Background: an optimization exercise with open tools, aiming at small area and a short achievable clock period. Do not read the settings as production practice.
RTL that was checked went through simulation tests only; none was proved equivalent to the original.
Power is estimated from default activity; no workload was simulated.

==> inputs of build 32 <==
## wasm_ctrl_top
module wasm_ctrl_top (
    input  logic                      clk,
    input  logic                      rst_n,
    input  logic [addr_w-1:0]         read_pointer,
    input  logic [window_bytes*8-1:0] window,
    output logic [7:0]                advance,
    output logic                      jump_en,
    output logic [addr_w-1:0]         jump_addr,
    output logic [11:0]               stack_ctrl,  
    output logic [31:0]               imm,
    output logic                      call_en,
    output logic [24:0]               call_frame,  
    output logic                      ret_en,
    output logic                      finish,
    output logic                      instr_error
);
    logic s_header, s_sec_head, s_skip;
    logic s_size_t, s_size_s, s_size_c, s_vec_t, s_vec_s, s_vec_c;
    logic s_par, s_res, s_code_len, s_code_decl, s_loc, s_run;
    logic s_leb;  
    logic                  finish_q;
    logic                  error_q;
    logic [func_idx_w-1:0] vec_cnt;
    logic [func_idx_w-1:0] vec_last;
    logic [func_idx_w-1:0] start_idx;
    logic [func_idx_w:0]   sig_hwm;    
    logic [addr_w-1:0]     body_end;
    logic [7:0]            decl_left;
    logic                  locals_done;  
    logic [7:0]            local_acc;
    logic [7:0] b0, b1;
    assign b0 = window[7:0];
    assign b1 = window[15:8];
    logic        c0, c01, c012, c0123;
    logic [2:0]  hd_cnt;      
    logic [2:0]  hd_cnt_p1;   
    logic [11:0] hd_val;
    assign c0    = window[7];
    assign c01   = c0 & window[15];
    assign c012  = c01 & window[23];
    assign c0123 = c012 & window[31];
    assign hd_cnt    = {c012, c0 & !c012, !c0 | (c01 & !c012) | c0123};
    assign hd_cnt_p1 = {c01, !c01 | c0123, (c0 & !c01) | (c012 & !c0123)};
  ...
clock: 8.0 ns
lec_check: 0
abc_area: 1
cap_margin: 20
core_margin: 2
core_utilization: 60
cts_buf_list: sky130_fd_sc_hd__clkbuf_8
cts_cluster_diameter: 50
cts_cluster_size: 12
gpl_routability_driven: 0
setup_slack_margin: 2.25
slew_margin: 20
standard.sh (not shown) runs the stock make flow with config.mk's settings and CLKGATE_MAP_FILE= SYNTH_SCRIPT=/design/flow/synth_recipe.tcl, a recipe that flattens the netlist after the stock synthesis.
==> flow/flow/run.sh <==
#!/bin/bash
# Layout flow: the standard synthesis, except that the technology mapping of the
# combinational logic uses ABC's area-oriented mapping (map -a) instead of the default
# delay-first mapping; registers are mapped exactly as in the standard synthesis. Then the standard flow's
# standard layout from floorplan on, with the port buffers made of plain buffers instead of the
# delay-cell buffers buffer_ports picks by default. Each tool logs to its own file here.
set -euo pipefail
rm -rf synth_scripts
cp -r "$FLOW_HOME/scripts" synth_scripts
cp flow/abc_area.script synth_scripts/abc_area.script
SCRIPTS_DIR="$PWD/synth_scripts" bash standard.sh synth > standard_synth.log 2>&1
export BUFFER_PORTS_ARGS="-buffer_cell sky130_fd_sc_hd__buf_2"
bash standard.sh > standard_flow.log 2>&1
==> flow/flow/abc_area.script <==
strash
dch
map -D 1150
topo
stime -c
buffer -c
upsize -c
dnsize -c
==> trial 26 (differences from build 32) <==
--- a/flow/design.v
+++ b/flow/design.v
@@ -310,22 +310,17 @@
     );
     entry_table #(.width(20)) ent_tab (
         .clk, .wr_en(s_loc & locals_done), .wr_idx(vec_cnt), .wr_data({read_pointer, local_acc}),
         .rd_idx, .rd_data(ent_rd)
     );
     logic [addr_w-1:0] ret_top;
     logic              ret_last;
     logic [addr_w-1:0] ret_sum, ret_addr;
-    logic [3:0] ret_lo;
-    logic [8:0] rp_hi_inc;
-    assign ret_lo    = {1'b0, read_pointer[2:0]} + {1'b0, op_len};
-    assign rp_hi_inc = read_pointer[11:3] + 9'd1;
-    assign ret_sum   = {(rp_hi_inc & {9{ret_lo[3]}}) | (read_pointer[11:3] & {9{!ret_lo[3]}}),
-                        ret_lo[2:0]};
+    assign ret_sum  = read_pointer + addr_w'(op_len);
     assign ret_addr = s_run ? ret_sum : '0;  
     return_stack u_ret (
         .clk, .rst_n, .push(call_en), .push_addr(ret_addr), .pop(ret_en),
         .top_addr(ret_top), .last_frame(ret_last)
     );
     logic launch, bypass;
     assign launch = s_loc & locals_done & vec_at_last;
     assign bypass = (start_idx == vec_cnt);
==> flow/flow/run.sh (replaced) <==
#!/bin/bash
set -euo pipefail
export BUFFER_PORTS_ARGS="-buffer_cell sky130_fd_sc_hd__buf_2"
bash standard.sh > standard_flow.log 2>&1
ABC_AREA = unset   (was 1)
GPL_ROUTABILITY_DRIVEN = unset   (was 0)
removed: flow/flow/abc_area.script
==> run notes <==
- Build 32 completed with no timing, DRC or antenna violations. Trial 26 ran to the end with no violations.
- In build 32 the via count is larger than in trial 26, by 18%.
- Of trial 26 and build 32, trial 26 has the higher register-to-register slack (gap 0.36 ns).
- In build 32 the sequential share of layout area is lower than in trial 26, by 0.051 points.
- Between trial 26 and build 32, the lower clock skew is in build 32 (gap 0.0040 ns).
- Of trial 26 and build 32, build 32 has the higher non-clock buffer count (gap 28).
- Of build 32 and trial 26, trial 26 has the higher count of clock-buffer cells in the layout (gap 4).

==> run a <==
wasm_ctrl_top again, from the RTL that the note above started with.
export LEC_CHECK = 0
export ABC_AREA = 1
export CAP_MARGIN = 20
export CORE_MARGIN = 2
export CORE_UTILIZATION = 60
export CTS_BUF_LIST = sky130_fd_sc_hd__clkbuf_4 sky130_fd_sc_hd__clkbuf_8
export CTS_CLUSTER_DIAMETER = 45
export CTS_CLUSTER_SIZE = 10
export GPL_ROUTABILITY_DRIVEN = 0
export SETUP_SLACK_MARGIN = 2.25
export SLEW_MARGIN = 20
create_clock -name core_clock -period 8.0 [get_ports {clk}]
==> flow/flow/run.sh <==
#!/bin/bash
set -euo pipefail
export BUFFER_PORTS_ARGS="-buffer_cell sky130_fd_sc_hd__buf_1"
bash standard.sh > standard_flow.log 2>&1
==> run b (differences from run a) <==
--- a/flow/design.v
+++ b/flow/design.v
@@ -312,18 +312,13 @@
         .clk, .wr_en(s_loc & locals_done), .wr_idx(vec_cnt), .wr_data({read_pointer, local_acc}),
         .rd_idx, .rd_data(ent_rd)
     );
     logic [addr_w-1:0] ret_top;
     logic              ret_last;
     logic [addr_w-1:0] ret_sum, ret_addr;
-    logic [3:0] ret_lo;
-    logic [8:0] rp_hi_inc;
-    assign ret_lo    = {1'b0, read_pointer[2:0]} + {1'b0, op_len};
-    assign rp_hi_inc = read_pointer[11:3] + 9'd1;
-    assign ret_sum   = {(rp_hi_inc & {9{ret_lo[3]}}) | (read_pointer[11:3] & {9{!ret_lo[3]}}),
-                        ret_lo[2:0]};
+    assign ret_sum  = read_pointer + addr_w'(op_len);
     assign ret_addr = s_run ? ret_sum : '0;  
     return_stack u_ret (
         .clk, .rst_n, .push(call_en), .push_addr(ret_addr), .pop(ret_en),
         .top_addr(ret_top), .last_frame(ret_last)
     );
     logic launch, bypass;
==> flow/flow/run.sh (replaced) <==
#!/bin/bash
set -euo pipefail
export BUFFER_PORTS_ARGS="-buffer_cell sky130_fd_sc_hd__buf_2"
bash standard.sh > standard_flow.log 2>&1
Settings changed: ABC_AREA 1 to default, CTS_BUF_LIST sky130_fd_sc_hd__clkbuf_4 sky130_fd_sc_hd__clkbuf_8 to sky130_fd_sc_hd__clkbuf_8, CTS_CLUSTER_DIAMETER 45 to 50, CTS_CLUSTER_SIZE 10 to 12, GPL_ROUTABILITY_DRIVEN 0 to default, SETUP_SLACK_MARGIN 2.25 to 2.5.
==> run c (differences from run a) <==
--- a/flow/design.v
+++ b/flow/design.v
@@ -100,25 +100,13 @@
     logic [width-1:0] mem [func_max];
     always_ff @(posedge clk) begin
         if (wr_en) begin
             mem[wr_idx] <= wr_data;
         end
     end
-    logic [width-1:0] grp [func_max/4];
-    always_comb begin
-        rd_data = '0;
-        for (int g = 0; g < func_max / 4; g++) begin
-            case (rd_idx[1:0])
-                2'd0:    grp[g] = mem[4*g];
-                2'd1:    grp[g] = mem[4*g+1];
-                2'd2:    grp[g] = mem[4*g+2];
-                default: grp[g] = mem[4*g+3];
-            endcase
-            rd_data = rd_data | (grp[g] & {width{rd_idx[3:2] == 2'(g)}});
-        end
-    end
+    assign rd_data = mem[rd_idx];
 endmodule
 `timescale 1ns/1ns
 import wasm_pkg::*;
 module opcode_decode (
     input  logic [7:0]            opcode,
     output wasm_pkg::stack_ctrl_t ctrl,
@@ -196,27 +184,13 @@
     end
     always_ff @(posedge clk) begin
         if (push) begin
             stk[depth[ret_ptr_w-2:0]] <= push_addr;
         end
     end
-    logic [ret_ptr_w-2:0] top;
-    logic [addr_w-1:0]    half [2];
-    assign top = (ret_ptr_w-1)'(depth - 1'b1);
-    always_comb begin
-        top_addr = '0;
-        for (int h = 0; h < 2; h++) begin
-            case (top[1:0])
-                2'd0:    half[h] = stk[4*h];
-                2'd1:    half[h] = stk[4*h+1];
-                2'd2:    half[h] = stk[4*h+2];
-                default: half[h] = stk[4*h+3];
-            endcase
-            top_addr = top_addr | (half[h] & {addr_w{top[2] == 1'(h)}});
-        end
-    end
+    assign top_addr   = stk[(ret_ptr_w-1)'(depth - 1'b1)];
     assign last_frame = (depth == ret_ptr_w'(1));  
 endmodule
 `timescale 1ns/1ns
 import wasm_pkg::*;
 module wasm_ctrl_top (
     input  logic                      clk,
@@ -271,14 +245,18 @@
     assign op_len = {d12, !d12 | d1234, (d1 & !d12) | (d123 & !d1234)};
     assign imm = {d1234 ? window[43:40] : 4'd0,
                   d123  ? window[38:32] : 7'd0,
                   d12   ? window[30:24] : 7'd0,
                   d1    ? window[22:16] : 7'd0,
                   window[14:8]};
-    logic [11:0] leb_end;  
-    assign leb_end = read_pointer + hd_val + {9'd0, hd_cnt};
+    logic [11:0] cnt12, csa_s, csa_k, leb_end;
+    assign cnt12   = {9'd0, hd_cnt};
+    assign csa_s   = read_pointer ^ hd_val ^ cnt12;
+    assign csa_k   = {(read_pointer[10:0] & hd_val[10:0]) | (read_pointer[10:0] & cnt12[10:0]) |
+                      (hd_val[10:0] & cnt12[10:0]), 1'b0};
+    assign leb_end = csa_s + csa_k;
     logic [7:0] opcode;
     assign opcode = b0;
     logic       op_is_call, op_is_end, op_is_unr, op_has_leb;
     wasm_pkg::stack_ctrl_t dec_ctrl;
     assign op_is_call = (opcode == op_call);
     assign op_is_end  = (opcode == op_end);
@@ -286,23 +264,29 @@
     opcode_decode u_dec (.opcode(opcode), .ctrl(dec_ctrl), .has_leb(op_has_leb));
     logic magic, vec_at_last;
     assign magic       = (window == wasm_magic_version);
     assign vec_at_last = (vec_cnt == vec_last);
     logic [func_idx_w-1:0] rd_idx;
     assign rd_idx = s_run ? window[11:8] : start_idx;
-    function automatic logic gt4(input logic [3:0] a, input logic [3:0] b);  
-        gt4 = (a[3] & !b[3]) |
-              (!(a[3] ^ b[3]) & a[2] & !b[2]) |
-              (!(a[3] ^ b[3]) & !(a[2] ^ b[2]) & a[1] & !b[1]) |
-              (!(a[3] ^ b[3]) & !(a[2] ^ b[2]) & !(a[1] ^ b[1]) & a[0] & !b[0]);
-    endfunction
+    logic [func_max-1:0] ent_valid, sig_valid;
+    always_comb begin
+        for (int i = 0; i < func_max; i++) begin
+            ent_valid[i] = 1'b0;
+            sig_valid[i] = 1'b0;
+            for (int j = i; j < func_max; j++) begin
+                if (vec_last == func_idx_w'(j)) ent_valid[i] = 1'b1;
+                if (sig_hwm == 5'(j + 1))      sig_valid[i] = 1'b1;
+            end
+            if (sig_hwm[func_idx_w]) sig_valid[i] = 1'b1;
+        end
+    end
     logic [4:0]  sig_rd;
     logic [19:0] ent_rd;
     logic        sig_ok, ent_ok;
-    assign ent_ok = !gt4(rd_idx, vec_last);
-    assign sig_ok = sig_hwm[func_idx_w] | gt4(sig_hwm[func_idx_w-1:0], rd_idx);
+    assign sig_ok = sig_valid[rd_idx];
+    assign ent_ok = ent_valid[rd_idx];
     entry_table #(.width(4)) par_tab (
         .clk, .wr_en(s_par), .wr_idx(vec_cnt), .wr_data(window[11:8]),
         .rd_idx, .rd_data(sig_rd[4:1])
     );
     entry_table #(.width(1)) res_tab (
         .clk, .wr_en(s_res), .wr_idx(vec_cnt), .wr_data(window[0]),
@@ -312,18 +296,13 @@
         .clk, .wr_en(s_loc & locals_done), .wr_idx(vec_cnt), .wr_data({read_pointer, local_acc}),
         .rd_idx, .rd_data(ent_rd)
     );
     logic [addr_w-1:0] ret_top;
     logic              ret_last;
     logic [addr_w-1:0] ret_sum, ret_addr;
-    logic [3:0] ret_lo;
-    logic [8:0] rp_hi_inc;
-    assign ret_lo    = {1'b0, read_pointer[2:0]} + {1'b0, op_len};
-    assign rp_hi_inc = read_pointer[11:3] + 9'd1;
-    assign ret_sum   = {(rp_hi_inc & {9{ret_lo[3]}}) | (read_pointer[11:3] & {9{!ret_lo[3]}}),
-                        ret_lo[2:0]};
+    assign ret_sum  = read_pointer + addr_w'(op_len);
     assign ret_addr = s_run ? ret_sum : '0;  
     return_stack u_ret (
         .clk, .rst_n, .push(call_en), .push_addr(ret_addr), .pop(ret_en),
         .top_addr(ret_top), .last_frame(ret_last)
     );
     logic launch, bypass;
==> flow/flow/run.sh (replaced) <==
#!/bin/bash
set -euo pipefail
export BUFFER_PORTS_ARGS="-buffer_cell sky130_fd_sc_hd__buf_2"
bash standard.sh > standard_flow.log 2>&1
Settings changed: CORE_UTILIZATION 60 to 40, CTS_BUF_LIST sky130_fd_sc_hd__clkbuf_4 sky130_fd_sc_hd__clkbuf_8 to default, CTS_CLUSTER_DIAMETER 45 to default, CTS_CLUSTER_SIZE 10 to default, GPL_ROUTABILITY_DRIVEN 0 to default, SETUP_SLACK_MARGIN 2.25 to 3.0.
==> run d (differences from run a) <==
--- a/flow/design.v
+++ b/flow/design.v
@@ -312,18 +312,13 @@
         .clk, .wr_en(s_loc & locals_done), .wr_idx(vec_cnt), .wr_data({read_pointer, local_acc}),
         .rd_idx, .rd_data(ent_rd)
     );
     logic [addr_w-1:0] ret_top;
     logic              ret_last;
     logic [addr_w-1:0] ret_sum, ret_addr;
-    logic [3:0] ret_lo;
-    logic [8:0] rp_hi_inc;
-    assign ret_lo    = {1'b0, read_pointer[2:0]} + {1'b0, op_len};
-    assign rp_hi_inc = read_pointer[11:3] + 9'd1;
-    assign ret_sum   = {(rp_hi_inc & {9{ret_lo[3]}}) | (read_pointer[11:3] & {9{!ret_lo[3]}}),
-                        ret_lo[2:0]};
+    assign ret_sum  = read_pointer + addr_w'(op_len);
     assign ret_addr = s_run ? ret_sum : '0;  
     return_stack u_ret (
         .clk, .rst_n, .push(call_en), .push_addr(ret_addr), .pop(ret_en),
         .top_addr(ret_top), .last_frame(ret_last)
     );
     logic launch, bypass;
==> flow/flow/run.sh (replaced) <==
#!/bin/bash
set -euo pipefail
export BUFFER_PORTS_ARGS="-buffer_cell sky130_fd_sc_hd__buf_2"
bash standard.sh > standard_flow.log 2>&1
Settings changed: CTS_BUF_LIST sky130_fd_sc_hd__clkbuf_4 sky130_fd_sc_hd__clkbuf_8 to sky130_fd_sc_hd__clkbuf_8, CTS_CLUSTER_DIAMETER 45 to 50, CTS_CLUSTER_SIZE 10 to 12, GPL_ROUTABILITY_DRIVEN 0 to default, SETUP_SLACK_MARGIN 2.25 to 1.75.
==> results by group <==
Clock tree
  – Post-CTS setup repair buffer count: 9

Outcome
  – Outcome: complete, no violations

Placement
  – DP Area: ~27,000 um2

Pwr
  – Clock power share: 0.282
  – Net Sw Frac: 0.3269

Worst hold path
  – Hold EP: s_vec_t
  – Hold Path Origin: s_size_t

Detailed routing
  – Vias: approximately 19k
  – Wire length on met2: around 36,000 um

Logic synthesis
  – Simple-gate share of the synthesized area: 0.1910
[end of results for run a]
==> results by group <==
Placement
  – DP Area: 27,220 um2

Worst hold path
  – Hold EP: s_vec_c

Clock tree
  – Post-CTS setup repair buffer count: 0
  – Clk Latency, worst-skew pair: 670 ps

Outcome
  – Outcome: complete, no violations

Detailed routing
  – Vias: 18.85k

Pwr
  – Net Sw Frac: 0.3532
  – Clock power share: 0.226

Cells and area
  – Clock-cell share of area: 0.03301

Logic synthesis
  – Simple-gate share of the synthesized area: 0.1925
[end of results for run d]
==> results by group <==
Pwr
  – Net Sw Frac: 0.3643
  – Clock power share: 0.267

Outcome
  – Outcome: complete, no violations

Detailed routing
  – Vias: approximately 21k
  – Wire length on met2: just over 40,000 um

Worst hold path
  – Hold Path Origin: s_size_s
  – Hold EP: s_vec_s

Logic synthesis
  – Simple-gate share of the synthesized area: 0.2160

Clock tree
  – Post-CTS setup repair buffer count: between 60 and 70
[end of results for run c]
==> results by group <==
Worst hold path
  – Hold EP: s_vec_c

Logic synthesis
  – Simple-gate share of the synthesized area: 0.07717

Outcome
  – Outcome: complete, no violations

Detailed routing
  – Vias: 15.78k

Pwr
  – Clock power share: 0.246
[end of results for run b]
No functional check of the RTL was part of run c.

afterwards: timing with drivers on the ports:
In the flow no input, the clock included, has a driving cell. The finished layouts below were timed again as built, in two steps. Step 1: set_driving_cell puts a clkbuf_16 on clk and a buf_2 on each other input, an assumption about the parent block. Step 2 times the ports against the registers' clock, not the clock port: input delays grow and output delays shrink by t, the midpoint of the rising clock arrivals with the driver on. a / b / c = ideal / step 1 / step 2; a / b = the first two.
run | shift t [ns] | setup WS [ns] | worst hold slack (ns) | slew at the worst register clock pin (ns) | cell pins on the clock port's net
build 32 | 0.698 | 2.127 / 2.074 / 2.074 | 0.383 / 0.383 / 0.383 | 0.08 / 0.08 | 1
trial 26 | 0.722 | 2.165 / 2.032 / 2.032 | 0.369 / 0.369 / 0.369 | 0.09 / 0.09 | 1
run a | 0.697 | 2.357 / 2.313 / 2.313 | 0.382 / 0.382 / 0.382 | 0.08 / 0.08 | 1
run b | 0.706 | 2.099 / 2.046 / 1.345 | 0.362 / 0.362 / 0.362 | 0.09 / 0.09 | 1
run c | 0.671 | 2.381 / 2.315 / 2.315 | 0.377 / 0.377 / 0.377 | 0.07 / 0.07 | 1
run d | 0.708 | 1.893 / 1.862 / 1.862 | 0.380 / 0.380 / 0.380 | 0.09 / 0.09 | 1
After both steps setup and hold are still met in every run listed. For run b, which loses most, drivers alone change the setup slack by -0.053 ns; drivers and shift together by -0.754 ns.
